Context: an optimization exercise on an open-source flow, tuned for small area. The choices shown serve that exercise and are no tape-out recipe.
Function was checked by simulation only, so behaviour that the tests miss may differ from the original.
No activity file was given, so power comes from the tool's default toggle rates. The clock port is modelled as an ideal driver; clocking choices that lean on that would not hold on a real chip.

==> flow/design.v <==
module axis_pingpong_frame_buffer #(
   parameter int DATA_WIDTH = 32,
   parameter int FRAME_LEN  = 24,
   parameter int CNT_WIDTH  = 16
) (
   input  logic                         i_clk,
   input  logic                         i_rst,
   input  logic [DATA_WIDTH-1:0]        s_axis_tdata,
   input  logic                         s_axis_tvalid,
   output logic                         s_axis_tready,
   output logic [DATA_WIDTH-1:0]        m_axis_tdata,
   output logic                         m_axis_tvalid,
   input  logic                         m_axis_tready,
   output logic                         m_axis_tlast,
   output logic [1:0]                   o_bank_full,
   output logic [CNT_WIDTH-1:0]         o_frame_cnt
);
   localparam int               PTR_W    = 5;
   function automatic logic [4:0] ptr_next(input logic [4:0] p);
      ptr_next = {p[3:0], ~(p[4] ^ p[2])};
   endfunction
   function automatic logic ptr_at_last(input logic [4:0] p);
      ptr_at_last = p[4] & p[3] & ~p[2] & ~p[0];
   endfunction
   logic [DATA_WIDTH-1:0] bank0_r [FRAME_LEN];
   logic [DATA_WIDTH-1:0] bank1_r [FRAME_LEN];
   logic [1:0]            full_r;
   logic                  wr_bank_r, rd_bank_r;
   logic [PTR_W-1:0]      wr_ptr_r, rd_ptr_r;
   logic                  s_tready_s;
   logic [DATA_WIDTH-1:0] m_tdata_r;
   logic                  m_tvalid_r, m_tlast_r;
   logic [CNT_WIDTH-1:0]  frame_cnt_r;
   logic                  wr_last_s;
   logic                  wr_fire_s, wr_close_s, out_free_s, rd_load_s, rd_last_s;
   logic                  tlast_acc_s, shift0_s, shift1_s;
   logic [1:0]            full_s;
   logic                  wr_bank_s, rd_bank_s, m_tvalid_s, m_tlast_s;
   assign s_tready_s  = ~full_r[wr_bank_r];
   assign wr_fire_s   = s_axis_tvalid & s_tready_s;
   assign wr_close_s  = wr_fire_s & wr_last_s;
   assign out_free_s  = ~m_tvalid_r | m_axis_tready;
   assign rd_load_s   = out_free_s & full_r[rd_bank_r];
   assign rd_last_s   = ptr_at_last(rd_ptr_r);
   assign wr_last_s   = ptr_at_last(wr_ptr_r);
   assign tlast_acc_s = m_axis_tready & m_tlast_r;
   assign shift0_s = (wr_fire_s & ~wr_bank_r) | (rd_load_s & ~rd_bank_r);
   assign shift1_s = (wr_fire_s &  wr_bank_r) | (rd_load_s &  rd_bank_r);
   always_comb begin
      full_s    = full_r;
      wr_bank_s = wr_bank_r;
      rd_bank_s = rd_bank_r;
      if (wr_close_s) begin
         full_s[wr_bank_r] = 1'b1;
         wr_bank_s         = ~wr_bank_r;
      end
      if (rd_load_s & rd_last_s) begin
         full_s[rd_bank_r] = 1'b0;
         rd_bank_s         = ~rd_bank_r;
      end
      if (rd_load_s) begin
         m_tvalid_s = 1'b1;
         m_tlast_s  = rd_last_s;
      end else if (m_axis_tready) begin
         m_tvalid_s = 1'b0;
         m_tlast_s  = 1'b0;
      end else begin
         m_tvalid_s = m_tvalid_r;
         m_tlast_s  = m_tlast_r;
      end
   end
   always_ff @(posedge i_clk) begin
      if (i_rst) begin
         full_r      <= 2'b00;
         wr_bank_r   <= 1'b0;
         rd_bank_r   <= 1'b0;
         wr_ptr_r    <= '0;
         rd_ptr_r    <= '0;
         m_tvalid_r  <= 1'b0;
         m_tlast_r   <= 1'b0;
         frame_cnt_r <= '0;
      end else begin
         full_r      <= full_s;
         wr_bank_r   <= wr_bank_s;
         rd_bank_r   <= rd_bank_s;
         m_tvalid_r  <= m_tvalid_s;
         m_tlast_r   <= m_tlast_s;
         if (wr_close_s) begin
            wr_ptr_r <= '0;
         end else if (wr_fire_s) begin
            wr_ptr_r <= ptr_next(wr_ptr_r);
         end
         if (rd_load_s) begin
            rd_ptr_r <= rd_last_s ? '0 : ptr_next(rd_ptr_r);
         end
         if (tlast_acc_s) begin
            frame_cnt_r <= frame_cnt_r + CNT_WIDTH'(1);
         end
      end
   end
   always_ff @(posedge i_clk) begin
      if (rd_load_s) begin
         m_tdata_r <= rd_bank_r ? bank1_r[FRAME_LEN-1] : bank0_r[FRAME_LEN-1];
      end
   end
   always_ff @(posedge i_clk) begin
      if (shift0_s) begin
         bank0_r[0] <= s_axis_tdata;
         for (int i = 1; i < FRAME_LEN; i++) bank0_r[i] <= bank0_r[i-1];
      end
      if (shift1_s) begin
         bank1_r[0] <= s_axis_tdata;
         for (int i = 1; i < FRAME_LEN; i++) bank1_r[i] <= bank1_r[i-1];
      end
   end
   assign s_axis_tready = s_tready_s;
   assign m_axis_tdata  = m_tdata_r;
   assign m_axis_tvalid = m_tvalid_r;
   assign m_axis_tlast  = m_tlast_r;
   assign o_bank_full   = full_r | ({2{m_tlast_r}} & {~rd_bank_r, rd_bank_r});
   assign o_frame_cnt   = frame_cnt_r;
endmodule
Settings: LEC_CHECK=0, CAP_MARGIN=0, CORE_MARGIN=2, CORE_UTILIZATION=75, PLACE_DENSITY=0.95, SLEW_MARGIN=0; clock period 5.0 ns.
standard.sh (not shown) runs the stock make flow with config.mk's settings and CLKGATE_MAP_FILE= SYNTH_SCRIPT=/design/flow/synth_recipe.tcl, a recipe that flattens the netlist after the stock synthesis.
==> flow/flow/run.sh <==
#!/bin/bash
# Own layout flow: the standard ORFS flow (standard.sh, unchanged synthesis),
# with buf_1 port buffers and a clock tree of sized leaf clusters without
# dummy loads (settings in flow/cts.env). Output goes to standard.log.
set -euo pipefail
source flow/cts.env
export BUFFER_PORTS_ARGS="-buffer_cell sky130_fd_sc_hd__buf_1"
export CTS_ARGS="-sink_clustering_enable -repair_clock_nets -buf_list $CTS_BUF -sink_clustering_size $CTS_SIZE -sink_clustering_max_diameter $CTS_DIAM -dont_use_dummy_load"
bash standard.sh > standard.log 2>&1
==> flow/flow/cts.env <==
CTS_BUF=sky130_fd_sc_hd__buf_12; CTS_SIZE=29; CTS_DIAM=80
Next try:
==> flow/flow/cts.env (replaced) <==
CTS_BUF=sky130_fd_sc_hd__clkbuf_8; CTS_SIZE=21; CTS_DIAM=50
- CORE_UTILIZATION: 75 -> 60
- PLACE_DENSITY: 0.95 -> 0.85
Sequential cell count does not change; sequential power barely changes; final area came out higher by about 1.4%; non-clock buffer count came out higher by 14; count of clock-buffer cells in the layout came out higher by 51; total power came out lower by about 0.7%; cell count came out higher by 9.8%; setup slack loses 0.0084 ns; area after synthesis is unchanged; maximum frequency stays flat.
Next try:
==> flow/flow/cts.env (replaced) <==
CTS_BUF=sky130_fd_sc_hd__buf_12; CTS_SIZE=28; CTS_DIAM=80
- CORE_UTILIZATION: 60 -> 70
- PLACE_DENSITY: 0.85 -> 0.9
After rerunning: Routed wire length grows by a quarter to a third; global-route usage rises by 6.8 points; power climbs by a few percent; setup slack gets worse by 0.12 ns; die area drops by about a fifth; final cell count shrinks by a few percent; core utilization rose by 11 points; via count climbs by a few percent; design area shrinks slightly; critical path depth does not change; sequential power barely changes.

========
## job 1521
// axis_pingpong_frame_buffer: RTL as listed in full above, without the edits since
export LEC_CHECK = 0
export CAP_MARGIN = 0
export CORE_MARGIN = 2
export CORE_UTILIZATION = 60
export PLACE_DENSITY = 0.85
export SLEW_MARGIN = 0
create_clock -name core_clock -period 5.0 [get_ports {i_clk}]
==> flow/flow/cts.env <==
CTS_BUF=sky130_fd_sc_hd__buf_12; CTS_SIZE=28; CTS_DIAM=80
Scripts as last shown in full above: flow/flow/run.sh
Job 1521: full flow OK, the timing, DRC and antenna checks passed
--- input diff job 1521..job 7582 ---
==> flow/flow/cts.env <==
CTS_BUF=sky130_fd_sc_hd__buf_12; CTS_SIZE=32; CTS_DIAM=60
### Flow results
Job 7582 | status: complete | timing, DRC, antenna: pass. Job 7582 does worse than job 1521 on power. | worst hold slack | job 7582 vs job 1521 | worse |. From job 1521 to job 7582 the numbers moved as follows: number of endpoints with negative hold slack in the final report closely matched the old numbers, worst setup timing slack at the placement stage closely matched the old numbers, critical path depth closely matched the old numbers, sequential portion of the cell area decreased by 0.34 points relative to the old numbers, length of routed wiring on met1 closely matched the old numbers. Number of max-cap violations: job 1521 vs job 7582 — no meaningful difference. Diff job 1521 -> job 7582: data required time at the worst endpoint now sits lower; timing-limited maximum frequency now sits lower; total number of vias now sits at about the same level.
Input-level comparison between job 9045 and job 7582:
- swapping 0.85 for 0.95 in PLACE_DENSITY
- swapping 60 for 75 in CORE_UTILIZATION
==> flow/flow/cts.env <==
CTS_BUF=sky130_fd_sc_hd__buf_12; CTS_SIZE=30; CTS_DIAM=80
==> summary.txt <==
- Compared with job 7582, job 9045 shows a higher final period utilization.
- The higher register-to-register setup slack of job 7582 and job 9045 is in job 7582.
- Looking at final critical-path required period across job 7582 and job 9045, the one that comes out higher is job 9045.
- Detailed-route vias per instance in job 9045 vs job 7582: up 0.59
- Comparing job 7582 and job 9045, the higher total global-route track usage was measured on job 9045.
Input-level comparison between job 1234 and job 9045:
- swapping 0.95 for 0.85 in PLACE_DENSITY
- swapping 75 for 60 in CORE_UTILIZATION
==> summary.txt <==
Via count: job 1234 vs job 9045 down about 2.6%. Largest stage delay on the critical path (job 1234 over job 9045): decrease, 0.04 ns. [compare] base=job 9045 new=job 1234: number of endpoints failing setup at the final stage barely changed; die boundary height climbed about 12%; final instance count without filler cells climbed 222; logic depth of the worst path, buffers included climbed 1.
Edits applied to the flow inputs when going from job 1234 to job 7071:
==> flow/flow/cts.env <==
CTS_BUF=sky130_fd_sc_hd__buf_12; CTS_SIZE=30; CTS_DIAM=120
### Flow results
Job 7071: clock-buffer cell count is 2 lower than what job 1234 reported.
On required time of the critical path, job 1234 tracks job 7071 almost exactly.
There was hardly any difference in area of all placed cells without fillers between job 7071 and job 1234.
Diff job 1234 -> job 7071 | number of buffers inserted during clock tree synthesis | decrease of 3.3%
Delta (job 7071 minus job 1234): worst setup slack now larger, fraction of area in registers held steady, global routing usage on met1 now larger.
Looking at the reports, job 7071 completed the entire flow and the layout it produced met the timing, DRC and antenna checks.
Compared with job 1234, job 7071 shows worst hold slack lower by 0.0077 ns.
In terms of non-clock buffer area fraction after layout, job 1234 and job 7071 differ only marginally.

## what the ideal ports hide
The flow's constraints put no driver on any port. The routed layouts listed below were extracted and timed again, unchanged, in two steps.
Step 1 sets driving cells, clkbuf_16 on the clock port and buf_2 on the other inputs (assumed; they add their load-dependent delay and slew).
Step 2 moves the port delays by t, midway between the first and last clock arrival at a register: inputs arrive t later, outputs are due t later. That takes back most of the time a late clock gives input paths.
a / b / c = ideal ports / drivers / drivers and shift; a / b = the first two.
run | t, ns | slack for setup (ns) | worst setup path after step 2 | worst register clock-pin slew, ns | cell pins on the clock port's net
the first run of note 1 | 0.652 | 1.653 / 1.653 / 1.521 | input to register | 0.12 / 0.12 | 1
the second run of note 1 | 0.751 | 1.644 / 1.616 / 1.503 | input to register | 0.11 / 0.11 | 1
the third run of note 1 | 0.617 | 1.525 / 1.525 / 1.419 | input to register | 0.11 / 0.11 | 1
job 1521 | 0.611 | 1.667 / 1.667 / 1.561 | input to register | 0.11 / 0.11 | 1
job 7582 | 0.629 | 1.657 / 1.657 / 1.520 | input to register | 0.12 / 0.12 | 1
job 9045 | 0.655 | 1.513 / 1.513 / 1.500 | input to register | 0.13 / 0.13 | 1
job 1234 | 0.653 | 1.636 / 1.636 / 1.545 | input to register | 0.12 / 0.12 | 1
job 7071 | 0.661 | 1.660 / 1.660 / 1.546 | input to register | 0.12 / 0.12 | 1
After both steps setup and hold are still met in every run listed. The setup slack of the second run of note 1, which loses most, moves by -0.028 ns with the drivers and by -0.141 ns with both steps.
